Background: an optimization exercise with open tools, aiming at small area, a short achievable clock period and few clock cycles per item. Do not read the settings as production practice. The RTL was checked by simulation tests, not by an equivalence proof against the original design. Power figures rest on the tool's default switching activity, not on a simulated workload.

== v23 ==
Design execCluster, start of the top module:
module execCluster
(
    input  logic           clk,
    input  logic           rst,
    input  logic           inValid,
    output logic           inReady,
    input  logic [128:0]   inPkt,      
    output logic           outValid,
    input  logic           outReady,
    output logic [136:0]   outPkt      
);
==> flow/config.mk <==
export PLATFORM = sky130hd
export DESIGN_NAME = execCluster
export DESIGN_NICKNAME = execCluster
export VERILOG_FILES = /design/flow/design.v
export SDC_FILE = /design/flow/constraint.sdc
export NUM_CORES = 4
export LEC_CHECK = 0
export ABC_CLOCK_PERIOD_IN_PS = 2000
export CAP_MARGIN = 20
export CORE_MARGIN = 2
export CORE_UTILIZATION = 50
export CTS_CLUSTER_DIAMETER = 100
export CTS_CLUSTER_SIZE = 30
export PLACE_DENSITY = 0.65
export SETUP_SLACK_MARGIN = 3.8
export SLEW_MARGIN = 20
==> flow/constraint.sdc <==
create_clock -name core_clock -period 6.5 [get_ports {clk}]
set_input_delay 1.3000 -clock core_clock [delete_from_list [all_inputs] [get_ports {clk}]]
set_output_delay 1.3000 -clock core_clock [all_outputs]
set_load 0.01 [all_outputs]
standard.sh (not shown) runs the stock make flow with config.mk's settings and CLKGATE_MAP_FILE= SYNTH_SCRIPT=/design/flow/synth_recipe.tcl, a recipe that flattens the netlist after the stock synthesis.
==> flow/flow/run.sh <==
#!/bin/bash
# The standard ORFS layout, with the smallest buffer as the port buffer
# cell (every input and output port still gets its own buffer).
set -euo pipefail
bash standard.sh "BUFFER_PORTS_ARGS=-buffer_cell sky130_fd_sc_hd__buf_1" finish > standard_flow.log 2>&1
v23: done, clean on timing, DRC and antenna
Testbench counts of v23, summed over its fixed seeds: cycles 8,299, items 7,200.
What v49 does differently from v23 at the input level:
- changing CORE_UTILIZATION from 50 to 60
- removing CTS_CLUSTER_SIZE (formerly 30)
- changing SETUP_SLACK_MARGIN from 3.8 to 3.3
- changing PLACE_DENSITY from 0.65 to 0.7
- removing CTS_CLUSTER_DIAMETER (formerly 100)
==> notes.md <==
Share of cell area taken by flip-flops and latches is lower on v23. Against v23, v49 comes in 3.8 points higher on final clock period utilization by the worst path. Number of antenna violations at the first check in global routing (v49 over v23): decrease, 1. Worst reg-to-reg path cell count in v49 is 4 below v23. The shortest clock period the worst path allows after layout reported for v49 is greater than that of v23 by 250 ps. In v49, the worst setup slack before clock tree synthesis came out 220 ps below the value in v23. v23 leaves more setup margin than v49.
Modified inputs, v12 compared to v49
- setting CTS_CLUSTER_SIZE to 30 for the first time
- changing PLACE_DENSITY from 0.7 to 0.65
- setting CTS_CLUSTER_DIAMETER to 100 for the first time
- changing SETUP_SLACK_MARGIN from 3.3 to 3.5
- changing CORE_UTILIZATION from 60 to 50
Looking at the reports, v12 completed the entire flow and the layout it produced met the timing, DRC and antenna checks. Diff v49 -> v12: overall routing resource usage fell by 8.5 points, final-layout clock-cell area share shows a reduction of 3.4 points, minimum clock period shows a reduction of 210 ps. [compare] base=v49 new=v12: worst hold slack went up 12 ps; H-tree depth reported by CTS went down 1; multi-input gate share of the layout cell area went up 1.6 points; final design instance area without fill went down about 0.6%; final setup skew went up 10 ps.
### v12 -> v55
- changing PLACE_DENSITY from 0.65 to 0.7
- removing CTS_CLUSTER_SIZE (formerly 30)
- removing CTS_CLUSTER_DIAMETER (formerly 100)
- changing CORE_UTILIZATION from 50 to 60
- changing SETUP_SLACK_MARGIN from 3.5 to 2.9
- Between v55 and v12, it is v55 whose combinational power is lower, by 13%.
- Looking at critical path data required time, v55 sits 1790 ps above v12.
- From v12 to v55 the numbers moved as follows: switching fraction of total power shows a reduction of 2.0 points; shortest period the worst path allows shows an increase of 420 ps.
- Summary of v55 over v12: global routing met3 resource utilization shows an increase of 2.9 points, sequential share of layout area higher, maximum frequency now smaller, final layout net count lost 44.
- The run with more routed wire is v12, not v55.
- Total met3 wirelength after detailed routing grows by more than 10% when moving from v12 to v55.
The inputs of v16 differ from those of v55 as listed below.
- putting CTS_CLUSTER_DIAMETER at 100 where nothing was set
- putting CTS_CLUSTER_SIZE at 30 where nothing was set
- swapping 60 for 50 in CORE_UTILIZATION
- swapping 0.7 for 0.65 in PLACE_DENSITY
- swapping 2.9 for 3.3 in SETUP_SLACK_MARGIN
==> comparison <==
Every run (v55 and v16) finished clean. Minimum period implied by the final worst setup slack: v16 vs v55 down 350 ps. Share of the final layout cell area in sequential cells, v55 and v16: lower on v55. Worst stage delay on the critical path was lower in the run labelled v16. Taking v55 as the reference, in v16 total track usage fell by 7.1 points, routed wire length shrank by 0.98%, global-route wire length before repair decreased by 2600 µm relative to the old numbers. Run comparison: v55 end of the critical path oAlu[11]; v16 end of the critical path outPkt[106].
--- input diff v16..v32 ---
- changing SETUP_SLACK_MARGIN from 3.3 to 3.4
--- outcome ---
Switching portion of total power essentially unchanged between v32 and v16. v16 vs v32, critical path class: reg2out vs reg2reg. v32 vs. v16: total vias in the final route went up by 93. Diff v16 -> v32: logic depth of the worst setup path including buffers now sits higher, final-layout non-clock buffer area share now sits higher. v16 and v32 ended up with nearly the same total power per unit cell area. The core of v32 is more densely filled than that of v16. Taking v16 as the reference, in v32 initial antenna violation count down 1, final cell area excluding filler cells now larger, count of instances resized after the clock tree is built picked up an extra 14.

[what the ideal ports hide]
Ports are ideal in the flow. The routed layouts listed here were re-timed in OpenROAD. Step 1 (the two cells are an assumption about what drives the block):
set clk [get_ports {clk}]
set_driving_cell -lib_cell sky130_fd_sc_hd__clkbuf_16 $clk
set_driving_cell -lib_cell sky130_fd_sc_hd__buf_2 [delete_from_list [all_inputs] $clk]
Step 2, shift: input delay + t, output delay - t, t = (earliest + latest rising clock arrival at the registers) / 2. This alone moves slack from input paths to output paths. a / b / c = ideal ports / drivers / drivers and shift; a / b = the first two.
run | shift t [ns] | setup slack, ns | hold slack, ns | worst setup path after step 2 | worst data-port slew with drivers (ns)
v23 | 0.668 | 3.437 / 3.372 / 3.380 | 0.427 / 0.427 / 0.427 | input to register | 0.08
v49 | 0.682 | 3.188 / 3.188 / 3.053 | 0.417 / 0.417 / 0.417 | input to register | 0.07
v12 | 0.667 | 3.395 / 3.337 / 3.211 | 0.429 / 0.429 / 0.429 | input to register | 0.07
v55 | 0.678 | 2.971 / 2.971 / 2.971 | 0.417 / 0.417 / 0.417 | register to register | 0.10
v16 | 0.669 | 3.318 / 3.260 / 3.215 | 0.426 / 0.426 / 0.426 | input to register | 0.07
v32 | 0.666 | 3.354 / 3.339 / 3.208 | 0.428 / 0.428 / 0.428 | input to register | 0.07
After both steps setup and hold are still met in every run listed. For v12, which loses most, drivers alone change the setup slack by -0.058 ns; drivers and shift together by -0.184 ns.
